What follows belongs to an exercise in optimizing a design on an open flow for a short achievable clock period and few clock cycles; a production flow would make more cautious choices. Function was checked by simulation only, so behaviour that the tests miss may differ from the original. Power figures rest on the tool's default switching activity, not on a simulated workload.

**flow/config.mk**
```make
export PLATFORM = sky130hd
export DESIGN_NAME = ordered_record_list
export DESIGN_NICKNAME = ordered_record_list
export VERILOG_FILES = /design/flow/design.v
export SDC_FILE = /design/flow/constraint.sdc
export NUM_CORES = 4
export LEC_CHECK = 0
export ABC_CLOCK_PERIOD_IN_PS = 1200
export CAP_MARGIN = 20
export CORE_MARGIN = 2
export CORE_UTILIZATION = 50
export CTS_CLUSTER_DIAMETER = 80
export CTS_CLUSTER_SIZE = 22
export SETUP_SLACK_MARGIN = 2.9
export SLEW_MARGIN = 20
```
**flow/constraint.sdc**
```tcl
create_clock -name core_clock -period 5.0 [get_ports {clk}]
set_input_delay 1.0000 -clock core_clock [delete_from_list [all_inputs] [get_ports {clk}]]
set_output_delay 1.0000 -clock core_clock [all_outputs]
set_load 0.01 [all_outputs]
```
**flow/design.v**
```verilog
package orl_pkg;
  localparam logic [2:0] CMD_APPEND = 3'd0;
  localparam logic [2:0] CMD_DELETE = 3'd1;
  localparam logic [2:0] CMD_CLEAR  = 3'd2;
  localparam logic [2:0] CMD_COUNT  = 3'd3;
  localparam logic [2:0] CMD_KTH    = 3'd4;
  localparam logic [2:0] CMD_MIDDLE = 3'd5;
  localparam logic [2:0] CMD_VIEW   = 3'd6;
  localparam logic [2:0] ST_OK        = 3'd0;
  localparam logic [2:0] ST_NOT_FOUND = 3'd1;
  localparam logic [2:0] ST_FULL      = 3'd2;
  localparam logic [2:0] ST_EMPTY     = 3'd3;
  localparam logic [2:0] ST_BAD_POS   = 3'd4;
  function automatic logic [3:0] enc16(input logic [15:0] oh);
    logic [3:0] e;
    e = '0;
    for (int k = 0; k < 16; k++) e = e | ({4{oh[k]}} & 4'(k));
    enc16 = e;
  endfunction
  function automatic logic [15:0] kth_sel(input logic [16:0] fo, input logic [16:0] fge,
                                          input logic [16:0] c);
    logic [15:0] ks;
    ks = '0;
    for (int k = 1; k < 17; k++) ks[0] = ks[0] | (c[k] & fge[k]);
    for (int j = 1; j < 16; j++) begin
      for (int k = j + 1; k < 17; k++) ks[j] = ks[j] | (c[k] & fo[k - j]);
    end
    kth_sel = ks;
  endfunction
  typedef struct packed {
    logic [31:0] key;
    logic [15:0] hgt;
    logic [15:0] sel;         
    logic [15:0] shift;       
    logic [15:0] wr;          
    logic [2:0]  cmd;         
    logic        fz;          
    logic        last;
    logic        app;         
    logic        del;         
    logic        clr;         
    logic        vm;          
  } ex_t;
endpackage
module ordered_record_list #(
  parameter int DEPTH = 16
) (
  input  logic        clk,
  input  logic        rst,
  input  logic        start,
  input  logic [55:0] item,
  output logic        busy,
  output logic        result_valid,
  output logic [60:0] result
);
  logic [2:0]  in_cmd;
  logic [31:0] in_key;
  logic [15:0] in_hgt;
  logic        s0v;
  logic [55:0] s0_item;
  logic [16:0] s0_fo;        
  logic [16:0] s0_fge;       
  logic [31:0] s0_key_b;
  logic [31:0] s0_nkey;
  assign in_cmd  = s0_item[55:53];
  assign in_key  = s0_item[52:21];
  assign in_hgt  = s0_item[20:5];
  logic [31:0] key [16];
  logic [15:0] hgt [16];
  logic [15:0] vld;          
  logic [16:0] coh;          
  logic [4:0]  cb;           
  logic          pv;
  logic [31:0]   p_key;
  logic [15:0]   p_hgt;
  logic [2:0]    p_cmd;
  logic          p_fz;       
  logic          p_del;
  logic          p_eqb;      
  logic          p_app;
  logic          p_clr;
  logic          p_kth;
  logic          p_mid;
  logic          p_view;
  logic [15:0]   p_mr;       
  logic          p_eqa;      
  logic [15:0]   p_ashift;   
  logic [15:0]   p_awr;
  logic          p_aclr;
  logic [15:0]   p_ks0;      
  logic [15:0]   p_ks1;      
  logic [15:0]   p_ks2;      
  logic        st;           
  logic [15:0] vptr;
  logic [3:0]  rem;          
  orl_pkg::ex_t x;
  logic         x_valid;
  logic [15:0]  xc_nshift;
  logic [15:0]  xc_nwr;
  logic         xc_nclr;
  logic         xc_napp;
  logic         xc_ndel;
  logic [15:0]  x_en;        
  logic [15:0]  xs_nsel;
  logic [15:0]  xs_rsel;
  logic [31:0] rd_key;
  logic [15:0] rd_hgt;
  logic [4:0]  cb_n;
  logic [2:0]  status;
  logic        empty;
  always_comb begin
    rd_key = '0;
    rd_hgt = '0;
    for (int i = 0; i < 16; i++) begin
      rd_key[15:0]  = rd_key[15:0] | ({16{x.sel[i]}} & key[i][15:0]);
      rd_key[31:16] = rd_key[31:16] | ({16{~xs_nsel[i]}} & key[i][31:16]);
      rd_hgt = rd_hgt | ({16{xs_rsel[i]}} & hgt[i]);
    end
    if (x.clr) cb_n = 5'd0;
    else if (x.del) cb_n = cb - 5'd1;
    else if (x.app) cb_n = cb + 5'd1;
    else cb_n = cb;
    empty  = coh[0];
    status = orl_pkg::ST_OK;
    unique case (x.cmd)
      orl_pkg::CMD_APPEND: if (coh[16]) status = orl_pkg::ST_FULL;
      orl_pkg::CMD_DELETE: begin
        if (empty) status = orl_pkg::ST_EMPTY;
        else if (!x.del) status = orl_pkg::ST_NOT_FOUND;
      end
      orl_pkg::CMD_KTH: begin
        if (empty) status = orl_pkg::ST_EMPTY;
        else if (x.fz) status = orl_pkg::ST_BAD_POS;
      end
      orl_pkg::CMD_CLEAR, orl_pkg::CMD_MIDDLE, orl_pkg::CMD_VIEW: begin
        if (empty) status = orl_pkg::ST_EMPTY;
      end
      default: begin
      end
    endcase
  end
  always_ff @(posedge clk) begin
    for (int i = 0; i < 16; i++) begin
      if (x_en[i]) begin
        if (x.shift[i]) begin
          key[i] <= (i < 15) ? key[(i + 1) % 16] : key[i];
          hgt[i] <= (i < 15) ? hgt[(i + 1) % 16] : hgt[i];
        end else begin
          key[i] <= x.key;
          hgt[i] <= x.hgt;
        end
      end
    end
  end
  always_ff @(posedge clk) begin
    if (rst) begin
      result_valid <= 1'b0;
    end else begin
      result_valid <= x_valid;
    end
  end
  always_ff @(posedge clk) begin
    result[60:29] <= rd_key | (x.app ? x.key : 32'd0);
    result[28:13] <= rd_hgt | (x.app ? x.hgt : 16'd0);
    result[12:9]  <= orl_pkg::enc16(x.sel | x.wr);
    result[8:4]   <= cb_n;
    result[3:1]   <= status;
    result[0]     <= x.last;
  end
  logic          acc;        
  logic          ld;         
  logic [16:0]   ohq;        
  logic [15:0]   mr;
  logic          eq_x;
  logic          eq_p;
  logic          nbusy;      
  logic [15:0]   ks_m2;
  logic [15:0]   ks_m1;
  logic [15:0]   ks_00;
  logic [15:0]   ks_p1;
  logic [15:0]   ks_p2;
  logic [15:0]   ks_n0;
  logic [15:0]   ks_n1;
  logic [15:0]   ks_n2;
  assign acc = start & nbusy;
  always_comb begin
    if (!xc_nclr) ohq = 17'd1;
    else if (!xc_ndel) ohq = {1'b0, coh[16:1]};
    else if (!xc_napp) ohq = {coh[15:0], 1'b0};
    else ohq = coh;
    for (int i = 0; i < 8; i++) mr[i] = vld[i] & (key[i] == in_key);
    for (int i = 8; i < 16; i++) mr[i] = vld[i] & (key[i] == s0_key_b);
    eq_x = (x.key == ~s0_nkey);
    eq_p = (p_key == ~s0_nkey);
    ks_m2 = orl_pkg::kth_sel(s0_fo, s0_fge, {2'b0, coh[16:2]});
    ks_m1 = orl_pkg::kth_sel(s0_fo, s0_fge, {1'b0, coh[16:1]});
    ks_00 = orl_pkg::kth_sel(s0_fo, s0_fge, coh);
    ks_p1 = orl_pkg::kth_sel(s0_fo, s0_fge, {coh[15:0], 1'b0});
    ks_p2 = orl_pkg::kth_sel(s0_fo, s0_fge, {coh[14:0], 2'b0});
    if (!xc_nclr) begin
      ks_n0 = '0;
      ks_n1 = '0;
      ks_n2 = {15'd0, ~s0_fo[0]};
    end else if (!xc_ndel) begin
      ks_n0 = ks_m2;
      ks_n1 = ks_m1;
      ks_n2 = ks_00;
    end else if (!xc_napp) begin
      ks_n0 = ks_00;
      ks_n1 = ks_p1;
      ks_n2 = ks_p2;
    end else begin
      ks_n0 = ks_m1;
      ks_n1 = ks_00;
      ks_n2 = ks_p1;
    end
  end
  logic [15:0]   m0;
  logic [15:0]   m2;
  logic [15:0]   pf2;        
  logic [15:0]   f2;         
  logic [15:0]   ks;
  logic [15:0]   ms;
  orl_pkg::ex_t  mv;
  always_comb begin
    for (int i = 0; i < 16; i++) begin
      if (p_aclr) m0[i] = 1'b0;
      else if (p_ashift[i]) m0[i] = (i < 15) ? p_mr[(i + 1) % 16] : 1'b0;
      else m0[i] = p_mr[i] | (p_awr[i] & p_eqa);
    end
    for (int i = 0; i < 16; i++) begin
      if (!p_del || !xc_nclr) m2[i] = 1'b0;
      else if (!xc_nshift[i]) m2[i] = (i < 15) ? m0[(i + 1) % 16] : 1'b0;
      else m2[i] = m0[i] | (!xc_nwr[i] & p_eqb);
    end
    pf2[0] = m2[0];
    for (int i = 1; i < 16; i++) pf2[i] = pf2[i-1] | m2[i];
    f2[0] = m2[0];
    for (int i = 1; i < 16; i++) f2[i] = m2[i] & ~pf2[i-1];
    if (!xc_nclr) ks = '0;
    else if (!xc_ndel) ks = p_ks0;
    else if (!xc_napp) ks = p_ks2;
    else ks = p_ks1;
    ms[0] = ohq[1];
    for (int j = 1; j < 8; j++) ms[j] = ohq[2*j] | ohq[2*j+1];
    ms[8] = ohq[16];
    for (int j = 9; j < 16; j++) ms[j] = 1'b0;
    mv.key   = p_key;
    mv.hgt   = p_hgt;
    mv.sel   = f2 | (p_kth ? ks : 16'd0) | (p_mid ? ms : 16'd0) |
               {15'd0, p_view & ~ohq[0]};
    mv.shift = pf2;
    mv.wr    = p_app ? ohq[15:0] : 16'd0;
    mv.cmd   = p_cmd;
    mv.fz    = p_fz;
    mv.vm    = p_view & ~ohq[0] & ~ohq[1];
    mv.last  = ~mv.vm;
    mv.app   = p_app & ~ohq[16];
    mv.del   = pf2[15];
    mv.clr   = p_clr & ~ohq[0];
  end
  logic         pv_n;
  logic         s0v_n;
  logic         hold_n;      
  logic         st_n;
  logic [15:0]  vptr_n;
  logic [3:0]   rem_n;
  orl_pkg::ex_t x_n;
  always_comb begin
    if (st) begin
      st_n   = (rem != 4'd1);
      vptr_n = {vptr[14:0], 1'b0};
      rem_n  = rem - 4'd1;
    end else begin
      st_n   = x.vm;
      vptr_n = 16'd2;
      rem_n  = 4'(cb - 5'd1);
    end
    x_n = '0;
    if (st_n) begin
      x_n.sel  = vptr_n;
      x_n.cmd  = orl_pkg::CMD_COUNT;
      x_n.last = (rem_n == 4'd1);
    end else if (pv) begin
      x_n = mv;
    end
    ld     = s0v & ~(pv & st_n);
    pv_n   = ld | (pv & st_n);
    s0v_n  = acc | (s0v & ~ld);
    hold_n = st_n ? (rem_n != 4'd1) : x_n.vm;
  end
  always_ff @(posedge clk) begin
    if (rst) begin
      pv        <= 1'b0;
      s0v       <= 1'b0;
      s0_key_b  <= '0;
      st        <= 1'b0;
      busy      <= 1'b0;
      nbusy     <= 1'b1;
      x_valid   <= 1'b0;
      x.shift   <= '0;
      x.wr      <= '0;
      x.app     <= 1'b0;
      x.del     <= 1'b0;
      x.clr     <= 1'b0;
      x.vm      <= 1'b0;
      xc_nshift <= '1;
      xc_nwr    <= '1;
      xc_nclr   <= 1'b1;
      xc_napp   <= 1'b1;
      xc_ndel   <= 1'b1;
      x_en      <= '0;
      xs_rsel   <= '0;
      vld       <= '0;
      coh       <= 17'd1;
      cb        <= 5'd0;
    end else begin
      pv        <= pv_n;
      s0v       <= s0v_n;
      if (acc) s0_key_b <= item[52:21];
      st        <= st_n;
      busy      <= s0v_n & pv_n & hold_n;
      nbusy     <= ~(s0v_n & pv_n & hold_n);
      x_valid   <= st_n | pv;
      x.shift   <= x_n.shift;
      x.wr      <= x_n.wr;
      x.app     <= x_n.app;
      x.del     <= x_n.del;
      x.clr     <= x_n.clr;
      x.vm      <= x_n.vm;
      xc_nshift <= ~x_n.shift;
      xc_nwr    <= ~x_n.wr;
      xc_nclr   <= ~x_n.clr;
      xc_napp   <= ~x_n.app;
      xc_ndel   <= ~x_n.del;
      x_en      <= x_n.shift | x_n.wr;
      xs_rsel   <= x_n.sel;
      cb        <= cb_n;
      if (x.clr) begin
        vld <= '0;
        coh <= 17'd1;
      end else if (x.del) begin
        vld <= {1'b0, vld[15:1]};
        coh <= {1'b0, coh[16:1]};
      end else if (x.app) begin
        vld <= vld | x.wr;
        coh <= {coh[15:0], 1'b0};
      end
    end
  end
  always_ff @(posedge clk) begin
    if (acc) begin
      s0_item <= item;
      s0_nkey <= ~item[52:21];
      for (int k = 0; k < 17; k++) begin
        s0_fo[k]  <= (item[4:0] == 5'(k));
        s0_fge[k] <= (item[4:0] >= 5'(k));
      end
    end
    if (ld) begin
      p_key  <= ~s0_nkey;
      p_hgt  <= in_hgt;
      p_cmd  <= in_cmd;
      p_fz   <= s0_fo[0];
      p_del  <= (in_cmd == orl_pkg::CMD_DELETE);
      p_eqb  <= eq_p;
      p_app  <= (in_cmd == orl_pkg::CMD_APPEND);
      p_clr  <= (in_cmd == orl_pkg::CMD_CLEAR);
      p_kth  <= (in_cmd == orl_pkg::CMD_KTH);
      p_mid  <= (in_cmd == orl_pkg::CMD_MIDDLE);
      p_view <= (in_cmd == orl_pkg::CMD_VIEW);
      p_mr     <= mr;
      p_eqa    <= eq_x;
      p_ashift <= ~xc_nshift;
      p_awr    <= ~xc_nwr;
      p_aclr   <= ~xc_nclr;
      p_ks0  <= ks_n0;
      p_ks1  <= ks_n1;
      p_ks2  <= ks_n2;
    end
    x.key  <= x_n.key;
    x.hgt  <= x_n.hgt;
    x.sel  <= x_n.sel;
    xs_nsel <= ~x_n.sel;
    x.cmd  <= x_n.cmd;
    x.fz   <= x_n.fz;
    x.last <= x_n.last;
    vptr   <= vptr_n;
    rem    <= rem_n;
  end
endmodule
```
**flow/flow/run.sh**
```bash
#!/bin/bash
# The standard layout (standard.sh: the standard flow's synthesis and ORFS flow), with the
# port buffers that ORFS inserts at placement made plain buffers
# (sky130_fd_sc_hd__buf_4) instead of the delay buffers it picks by itself.
# Each tool's full output is in its own ORFS log under orfs/logs/; the make
# output is in make_finish.log here.
set -euo pipefail
export BUFFER_PORTS_ARGS="-buffer_cell sky130_fd_sc_hd__buf_4"
bash standard.sh finish > make_finish.log 2>&1
```
**flow/standard.sh**
```bash
#!/bin/bash
# synth_recipe.tcl (not shown) runs the flow's synth.tcl, then flattens the netlist and writes it again
# the make line also repeats each setting of config.mk as NAME=value (left out here)
make -C /OpenROAD-flow-scripts/flow DESIGN_CONFIG=/design/flow/config.mk WORK_HOME=/design/flow/orfs CLKGATE_MAP_FILE= SYNTH_SCRIPT=/design/flow/synth_recipe.tcl "${@:-finish}"
```
==> impl_metrics.csv <==
group,metric,value,unit
worst_setup_path,cp_max_fo,7,
clock_network,htree_levels,3,
hold_path,min_from,"x[4]$_DFF_P_",
yosys,syn_inst,5168,
finish,fin_area,75400,um2
worst_setup_path,cp.arrival,3340,ps
power_and_ir_drop,finalPower,22.9,mW
worst_setup_path,ff2ff_setup_slack,2290,ps
power_and_ir_drop,peakVddDrop,0.307,mV
floorplanning,initial_core_util,0.504,
clock_network,clock_latency,790,ps
floorplanning,dieHeight,365,um
yosys,ys_seq_area_frac,0.583,
finish,drive_above_1_share,0.337,
global_route,track_usage,0.438,
sta,timing.final.ws_setup,2290,ps
global_route,grt_pass1_wl,396,mm
sta,rsz0062_at_grt,"yes",
clock_network,cts_buffer_depth,3,
sta,hold_viol,0,
hold_path,hold_class,"flip-flop to flip-flop",
finish,fin_cells,7062,
worst_setup_path,critPathLaunch,"p_eqa$_DFFE_PP_",
place,dpl.hpwl,192,mm
sta,hold_ws,341,ps
finish,final_cell_mix,"1040 x edfxtp_1, 722 x mux2_2, 366 x xnor2_1",
power_and_ir_drop,powerDensity,304,nW/um2
worst_setup_path,crit_path_end_kind,"flip-flop",
yosys,synth_edf_count,1040,
global_route,grt_overflow_total,0,
worst_setup_path,crit_slowest_cell,"or4_4",
routing,vias_per_cell,7.08,
floorplanning,fp.dieArea,134000,um2
finish,syn_to_final_growth,15.5,%
yosys,postSynth.asyncResetShare,0,
floorplanning,core,130000,um2
floorplanning,ios,122,
yosys,synth_cell_types,70,
worst_setup_path,required,5630,ps
worst_setup_path,start_kind,"flip-flop",
floorplanning,die_width,365,um
worst_setup_path,r2r-start,"p_eqa$_DFFE_PP_",
finish,utilization,0.582,
routing,num_vias,50000,
sta,max_slew_margin,0.105,
floorplanning,rows,132,
routing,first_pass_iters,11,
sta,post-route-min-period,2710,ps
clock_network,path_clk_slew,90,ps
sta,fmax,369,MHz
global_route,grt_antenna_before_repair,27,
sta,final.setup_skew,62.4,ps
worst_setup_path,critPathMaxStageDelay,550,ps
place,dpl.cell_count,6687,
place,place_area,67800,um2
routing,drtAntennaViolNets,0,
sta,setup_tns,0,ps
place,place_ws,1820,ps
clock_network,clock-root-buffer,"clkbuf_16",
power_and_ir_drop,leakage,27.2,nW
sta,finalSetupViolations,0,
yosys,syn_area_per_cell,12.6,um2
finish,fin_nets,5305,
clock_network,numCtsBuffers,80,
yosys,synth_warnings,3,
worst_setup_path,crit_top_cell,"or4_4",
routing,totalWireLength,297,mm
routing,routedWlPerCell,42.1,um
global_route,grt_pass1_vias,45700,
sta,fin_crit_sh,0.542,
yosys,syn_nets,5231,
worst_setup_path,crit_chain,"buf_12 > buf_6 > a211oi_2 > nor3_2 > o221a_2 > or4_4 > or4_4 > a21o_1",
finish,layout_commonest_cell,"edfxtp_1",
clock_network,cts_sinks,1382,
yosys,synth_area,65300,um2
clock_network,cts_tree,"yes",
global_route,grt_max_degree,85,
worst_setup_path,worstSetupPathType,"flip-flop to flip-flop",
routing,drt_first_iter_violations,9553,
place,gp_congestion,1.20,
yosys,synth_ff_type,"edfxtp_1",
place,port_buffers,121,
clock_network,hold_buffers,0,
sta,slew_viol_final,0,
yosys,ys_ff_latch,1382,
routing,drc,0,
sta,worst_pin_slew,1340,ps
flow_run,drv_cap,0,
outcome,status,"timing/DRC/antenna clean",
## area by class of cell
class / count / area, um2
Antenna cell: 11 / 27.5
Clock buffer: 120 / 2210
Clock inverter: 29 / 333
Fill cell: 10600 / 54200
Inverter: 165 / 643
Multi-Input combinational cell: 3176 / 27500
Sequential cell: 1382 / 38400
Tap cell: 1742 / 2180
Timing Repair Buffer: 437 / 4140
## per-layer routing
metal,part of all wire,vias to the layer above,global-route usage
li1,-,19500,-
met1,0.36,24800,0.560
met2,0.41,4426,0.616
met3,0.15,1198,0.170
met4,0.084,24,0.286
met5,0.0011,-,0.00763
## power breakdown
| group | switching (mW) | internal [mW] |
|---|---|---|
| Combinational | 1.36 | 0.914 |
| Clock | 4.23 | 3.25 |
| Sequential | 0.548 | 12.6 |
| Total | 6.14 | 16.8 |
## cells by family (layout without fill, tap and decap cells)
| kind of cell | Yosys count | after routing | share of synthesized area |
|---|---|---|---|
| flops | 1382 | 1382 | 0.583 |
| simple gates | 957 | 958 | 0.0742 |
| compound gates | 857 | 857 | 0.0962 |
| mux | 776 | 776 | 0.133 |
| buf+inv | 611 | 751 | 0.0354 |
| xor+xnor | 581 | 581 | 0.0779 |
| fa+ha+maj | 4 | 4 | 0.000766 |
| other cells | 0 | 11 | 0 |
## worst paths after layout
path                            cells past startpoint                   to
worst max-delay path                                8  xs_nsel[14]$_DFF_P_
worst min-delay path                                0    result[0]$_DFF_P_
worst max register to register                      8  xs_nsel[14]$_DFF_P_
worst min register to register                      0    result[0]$_DFF_P_
## cells in the mapped netlist, types with 5 or more instances
cell type | instances | share of area
edfxtp_1 | 1040 | 0.48
mux2_2 | 722 | 0.12
xnor2_1 | 491 | 0.066
clkbuf_1 | 383 | 0.022
dfxtp_1 | 342 | 0.10
a22oi_1 | 310 | 0.036
nand2_1 | 220 | 0.013
nor2_1 | 195 | 0.011
a21oi_1 | 173 | 0.013
inv_1 | 161 | 0.0093
nand4_1 | 158 | 0.015
nand3_1 | 90 | 0.0069
xor2_1 | 90 | 0.012
and2_1 | 79 | 0.0076
nor4_1 | 79 | 0.0076
o21ai_0 | 56 | 0.0043
buf_1 | 55 | 0.0032
a222oi_1 | 54 | 0.0083
a22o_1 | 54 | 0.0072
mux2i_1 | 54 | 0.0083
a221oi_1 | 44 | 0.0059
nor3_1 | 44 | 0.0034
a211oi_1 | 43 | 0.0049
nor2b_1 | 27 | 0.0026
a221o_1 | 22 | 0.0034
a31oi_1 | 13 | 0.0012
o221ai_1 | 13 | 0.0017
or2_2 | 13 | 0.0012
o21a_1 | 10 | 0.0011
and3_1 | 9 | 0.00086
o221a_2 | 8 | 0.0014
nand2b_1 | 7 | 0.00067
o211ai_1 | 7 | 0.00080
a2111oi_0 | 6 | 0.00080
and2_0 | 6 | 0.00057
nor3b_1 | 6 | 0.00069
a211oi_2 | 5 | 0.00096
a21o_1 | 5 | 0.00057
a41oi_1 | 5 | 0.00067
and4_1 | 5 | 0.00067
buf_2 | 5 | 0.00038
## what timing repair did
action                     in CTS  in global routing
pin swaps                      36                 91
buffers inserted              124                 87
resized for setup             403                231
setup endpoints to repair     826                312
gates cloned                    2                  2
## worst max-delay path, delay by kind of cell (launching register included)
| kind | cells | cell delay [ps] |
|---|---|---|
| buffers and inverters | 2 | 290 |
| flip-flops | 1 | 440 |
| AND/OR/NAND/NOR | 3 | 1130 |
| AO/OA/AOI/OAI | 3 | 720 |
## registers in the layout, indices dropped and copies added (netlist names), 17 cells and up
name	count
p_key	32
s0_key_b	32
hgt	256
s0_nkey	32
key	512
result	61
s0_item	51
x	104
coh	17
Testbench counts, summed over its fixed seeds: cycles 7,310.

afterwards: timing with drivers on the ports:
The results above use ideal ports. As a check the final layout listed here was re-extracted and re-timed, cells and wires unchanged.
Step 1 (the two cells are an assumption about what drives the block):
set clk [get_ports {clk}]
set_driving_cell -lib_cell sky130_fd_sc_hd__clkbuf_16 $clk
set_driving_cell -lib_cell sky130_fd_sc_hd__buf_2 [delete_from_list [all_inputs] $clk]
Step 2 adds t to the input delays and takes it off the output delays; t is the mean of the earliest and latest rising clock arrival at the registers after step 1. Input paths then give back, and output paths get back, about the clock's delay inside the block.
a / b / c = ideal ports / drivers / drivers and shift; a / b = the first two.
t, ns: 0.838
slack for setup (ns): 2.291 / 2.291 / 2.230
latest minus earliest clock arrival (ns): 0.073 / 0.074
slew at the worst register clock pin (ns): 0.10 / 0.10
worst data-port slew with drivers (ns): 0.07
After both steps this run still meets setup and hold. For this run, drivers alone change the setup slack by 0.000 ns; drivers and shift together by -0.061 ns.
